Source: an optimization exercise on an open RTL-to-GDS flow (aim: small area). Production flows keep margins and buffers that such runs may drop. In this exercise RTL edits were held to simulation tests only and were not proved equivalent to the original. Power figures rest on the tool's default switching activity, not on a simulated workload.

## run A
==> flow/design.v <==
package frer_pkg;
    localparam int NUM_PORTS  = 4;
    localparam int PORT_IDX_W = 2;
    localparam int SEQ_W    = 16;
    localparam int HANDLE_W = 4;
    localparam int NUM_STREAMS = 16;
    localparam logic [SEQ_W-1:0] INVALID_SEQ = '1;
    localparam logic [15:0] RESET_TICKS = 16'd50;
    typedef logic [NUM_PORTS-1:0] port_mask_t;   
    typedef struct packed {
        logic [SEQ_W-1:0]    seq_num;   
        logic [HANDLE_W-1:0] handle;    
    } tag_info_t;
    typedef enum logic [1:0] {
        VERDICT_NONE    = 2'd0,   
        VERDICT_PASS    = 2'd1,
        VERDICT_DISCARD = 2'd2
    } verdict_e;
    typedef enum logic [1:0] {
        ST_IDLE   = 2'd0,
        ST_LOOKUP = 2'd1,
        ST_DECIDE = 2'd2,
        ST_REPORT = 2'd3
    } ctrl_state_e;
endpackage
`timescale 1ns/1ps
module match_recovery_top (
    input  logic        i_clk,
    input  logic        i_rst,
    input  logic [3:0]  i_tag_valid,
    input  logic [79:0] i_tag,   
    output logic [3:0]  o_pass_en,
    output logic [3:0]  o_discard_en,
    output logic [3:0]  o_judge_finish
);
    logic [1:0]  r_state;     
    logic [1:0]  r_grant;     
    logic [3:0]  r_pending;
    logic [19:0] r_tag [4];   
    logic [5:0]  r_time;      
    logic        r_done;      
    logic        r_vpass;
    logic        r_vdisc;
    logic [1:0] next_idx;
    logic       next_found;
    logic [1:0] cand;
    always_comb begin
        next_found = 1'b0;
        next_idx   = r_grant;
        cand       = r_grant;
        for (int k = 1; k <= 4; k++) begin
            cand = r_grant + 2'(k);
            if (!next_found && r_pending[cand]) begin
                next_found = 1'b1;
                next_idx   = cand;
            end
        end
    end
    wire       idle   = (r_state == 2'd0);
    wire       report = (r_state == 2'd3);
    wire [3:0] finish = report ? (4'b0001 << r_grant) : 4'b0000;
    always_ff @(posedge i_clk) begin
        if (i_rst) begin
            r_state <= 2'd0;
            r_grant <= 2'd3;
        end else if (idle) begin
            if (next_found) begin
                r_grant <= next_idx;
                r_state <= 2'd1;
            end
        end else begin
            r_state <= r_state + 2'd1;
        end
    end
    always_ff @(posedge i_clk) begin
        if (i_rst) r_pending <= 4'b0000;
        else       r_pending <= (r_pending & ~finish) | i_tag_valid;
    end
    wire busy = r_state[0] ^ r_state[1];
    always_ff @(posedge i_clk) begin
        for (int p = 0; p < 4; p++) begin
            if (i_tag_valid[p] && !(busy && r_grant == 2'(p)))
                r_tag[p] <= i_tag[p*20 +: 20];
        end
    end
    always_ff @(posedge i_clk) begin
        if (i_rst) r_time <= 6'd0;
        else       r_time <= r_time + 6'd1;
    end
    wire [19:0] cur  = r_tag[r_grant];
    wire [3:0]  h    = cur[3:0];
    wire [15:0] s    = cur[19:4];
    wire        sval = (s != 16'hffff);
    logic [15:0] s_seq [16];
    logic [5:0]  s_t   [16];
    logic [15:0] s_a;
    logic [15:0] s_q;
    function automatic logic [3:0] tap_of(input logic [3:0] slot);
        case (slot)
            4'd0:    tap_of = 4'b1000;
            4'd3:    tap_of = 4'b1001;
            4'd6:    tap_of = 4'b1010;
            4'd9:    tap_of = 4'b1011;
            4'd12:   tap_of = 4'b1100;
            4'd15:   tap_of = 4'b1101;
            default: tap_of = 4'b0000;
        endcase
    endfunction
    logic       r_at;    
    logic [2:0] r_ti;
    wire  [3:0] h_next = !idle ? h
                       : i_tag_valid[next_idx] ? i_tag[next_idx*20 +: 4]
                       : r_tag[next_idx][3:0];
    wire        win_next = !i_rst && (idle ? next_found : !report);
    wire        done_next = !idle && (r_done || r_at);
    wire  [3:0] tap_next = tap_of(h_next + r_time[3:0] + 4'd1);
    always_ff @(posedge i_clk) begin
        r_at <= win_next && !done_next && tap_next[3];
        r_ti <= tap_next[2:0];
    end
    wire [2:0] ti     = r_ti;
    wire       at_tap = r_at;
    logic [15:0] e_seq;
    logic [5:0]  e_t;
    logic        e_a;
    logic        e_q;
    always_comb begin
        case (ti)
            3'd0:    begin e_seq = s_seq[0];  e_t = s_t[0];  e_a = s_a[0];  e_q = s_q[0];  end
            3'd1:    begin e_seq = s_seq[3];  e_t = s_t[3];  e_a = s_a[3];  e_q = s_q[3];  end
            3'd2:    begin e_seq = s_seq[6];  e_t = s_t[6];  e_a = s_a[6];  e_q = s_q[6];  end
            3'd3:    begin e_seq = s_seq[9];  e_t = s_t[9];  e_a = s_a[9];  e_q = s_q[9];  end
            3'd4:    begin e_seq = s_seq[12]; e_t = s_t[12]; e_a = s_a[12]; e_q = s_q[12]; end
            default: begin e_seq = s_seq[15]; e_t = s_t[15]; e_a = s_a[15]; e_q = s_q[15]; end
        endcase
    end
    wire [5:0] g_i  = r_time - {4'd0, r_state};   
    wire [5:0] age  = g_i - e_t;                   
    wire       ta   = e_a | e_q | (age >= 6'd54);
    wire       eq   = (e_seq == s);
    wire       vpass = sval & (ta | ~eq);
    wire       vdisc = sval & ~ta & eq;
    wire       qnew  = ~e_a & (age == 6'd52);
    for (genvar i = 0; i < 16; i++) begin : g_slot
        localparam int J = (i + 15) % 16;   
        logic [15:0] nseq;
        logic [5:0]  nt;
        logic        na;
        logic        nq;
        if ((J % 3) == 0) begin : g_tap
            wire wr = at_tap && (ti == 3'(J / 3));
            assign nseq = (wr && sval)  ? s     : s_seq[J];
            assign nt   = (wr && vpass) ? g_i   : s_t[J];
            assign nq   = (wr && vpass) ? qnew  : s_q[J];
            assign na   = i_rst | (s_a[J] & ~(wr && vpass));
        end else if (J == 2 || J == 10) begin : g_scrub
            wire [5:0] a = r_time - s_t[J];
            assign nseq = s_seq[J];
            assign nt   = s_t[J];
            assign nq   = s_q[J];
            assign na   = i_rst | s_a[J] | (a[5:3] == 3'b111);
        end else begin : g_plain
            assign nseq = s_seq[J];
            assign nt   = s_t[J];
            assign nq   = s_q[J];
            assign na   = i_rst | s_a[J];
        end
        always_ff @(posedge i_clk) begin
            s_seq[i] <= nseq;
            s_t[i]   <= nt;
            s_a[i]   <= na;
            s_q[i]   <= nq;
        end
    end
    always_ff @(posedge i_clk) begin
        r_done <= done_next;
    end
    always_ff @(posedge i_clk) begin
        if (at_tap && !report) begin
            r_vpass <= vpass;
            r_vdisc <= vdisc;
        end
    end
    wire fpass = (at_tap && report) ? vpass : r_vpass;
    wire fdisc = (at_tap && report) ? vdisc : r_vdisc;
    assign o_judge_finish = finish;
    assign o_pass_en      = finish & {4{fpass}};
    assign o_discard_en   = finish & {4{fdisc}};
endmodule
==> flow/config.mk <==
export PLATFORM = sky130hd
export DESIGN_NAME = match_recovery_top
export DESIGN_NICKNAME = match_recovery_top
export VERILOG_FILES = /design/flow/design.v
export SDC_FILE = /design/flow/constraint.sdc
export NUM_CORES = 4
export LEC_CHECK = 0
export ABC_AREA = 1
export CAP_MARGIN = 20
export CORE_MARGIN = 2
export CORE_UTILIZATION = 40
export CTS_CLUSTER_DIAMETER = 100
export CTS_CLUSTER_SIZE = 30
export SLEW_MARGIN = 20
==> flow/constraint.sdc <==
create_clock -name core_clock -period 5.0 [get_ports {i_clk}]
set_input_delay 1.0000 -clock core_clock [delete_from_list [all_inputs] [get_ports {i_clk}]]
set_output_delay 1.0000 -clock core_clock [all_outputs]
set_load 0.01 [all_outputs]
run.sh (not shown) runs the stock make flow with config.mk's settings and CLKGATE_MAP_FILE= SYNTH_SCRIPT=/design/flow/synth_recipe.tcl, a recipe that flattens the netlist after the stock synthesis.
> inputs changed (run A -> run B)
- a deleted CTS_CLUSTER_DIAMETER that had been 100
- a deleted CTS_CLUSTER_SIZE that had been 30
### Flow results
Run B reached the end of the flow, and the finished layout is clean on the timing, DRC and antenna checks. Looking at total length of routed met2 wires, run B sits 3.1% above run A. Summary: with run A as the reference, clock power in run B moved up by more than half. Comparing post-route total power for run B and run A, the bigger number came from run B.
The following lists how run C was set up differently from run B:
- CTS_CLUSTER_SIZE newly set to 30
- CTS_CLUSTER_DIAMETER newly set to 100
==> flow/flow/run.sh (new file) <==
#!/bin/bash
# The standard layout (the standard.sh, unchanged synthesis and steps) with
# two arguments passed through ORFS's own variables:
#  - port buffers use the smallest buffer cell instead of the default choice
#  - clock tree synthesis runs without dummy loads
# Each tool's output goes to ORFS's per-step logs under orfs/logs; make's own
# output goes to flow_make.log here.
set -euo pipefail
export BUFFER_PORTS_ARGS="-buffer_cell sky130_fd_sc_hd__buf_1"
export CTS_ARGS="-sink_clustering_enable -repair_clock_nets -sink_clustering_size 30 -sink_clustering_max_diameter 100 -dont_use_dummy_load"
bash standard.sh > flow_make.log 2>&1
==> flow/standard.sh (new file) <==
#!/bin/bash
# synth_recipe.tcl (not shown) runs the flow's synth.tcl, then flattens the netlist and writes it again
# the make line also repeats each setting of config.mk as NAME=value (left out here)
make -C /OpenROAD-flow-scripts/flow DESIGN_CONFIG=/design/flow/config.mk WORK_HOME=/design/flow/orfs CLKGATE_MAP_FILE= SYNTH_SCRIPT=/design/flow/synth_recipe.tcl "${@:-finish}"
removed: flow/run.sh
## What came out
- Reg-to-reg setup timing slack: run B and run C compared, lower one is run C
- Run C can be clocked faster than run B.
- Run C: slack of the critical path higher than run B
- Share of layout cells above drive strength 1, run B and run C: higher on run B
- Met2 wirelength from detailed routing, run B and run C: lower on run C

==> what the ideal ports hide <==
How much do the figures lean on ideal ports? The routed layouts below were timed once more, with nothing changed but the port constraints.
Step 1 sets driving cells, clkbuf_16 on the clock port and buf_2 on the other inputs (assumed; they add their load-dependent delay and slew).
Step 2, shift: input delay + t, output delay - t, t = (earliest + latest rising clock arrival at the registers) / 2. This alone moves slack from input paths to output paths.
a / b / c = ideal ports / drivers / drivers and shift; a / b = the first two.
run | t, ns | setup slack, ns | worst register clock-pin slew, ns | worst slew at a driven data input, ns | pins driven straight from the clock port
run A | 0.601 | 0.217 / 0.167 / 0.618 | 0.12 / 0.12 | 0.05 | 1
run B | 0.609 | 0.170 / 0.121 / 0.674 | 0.06 / 0.06 | 0.05 | 1
run C | 0.582 | 0.324 / 0.275 / 0.643 | 0.12 / 0.12 | 0.04 | 1
After both steps every run listed still meets setup and hold.
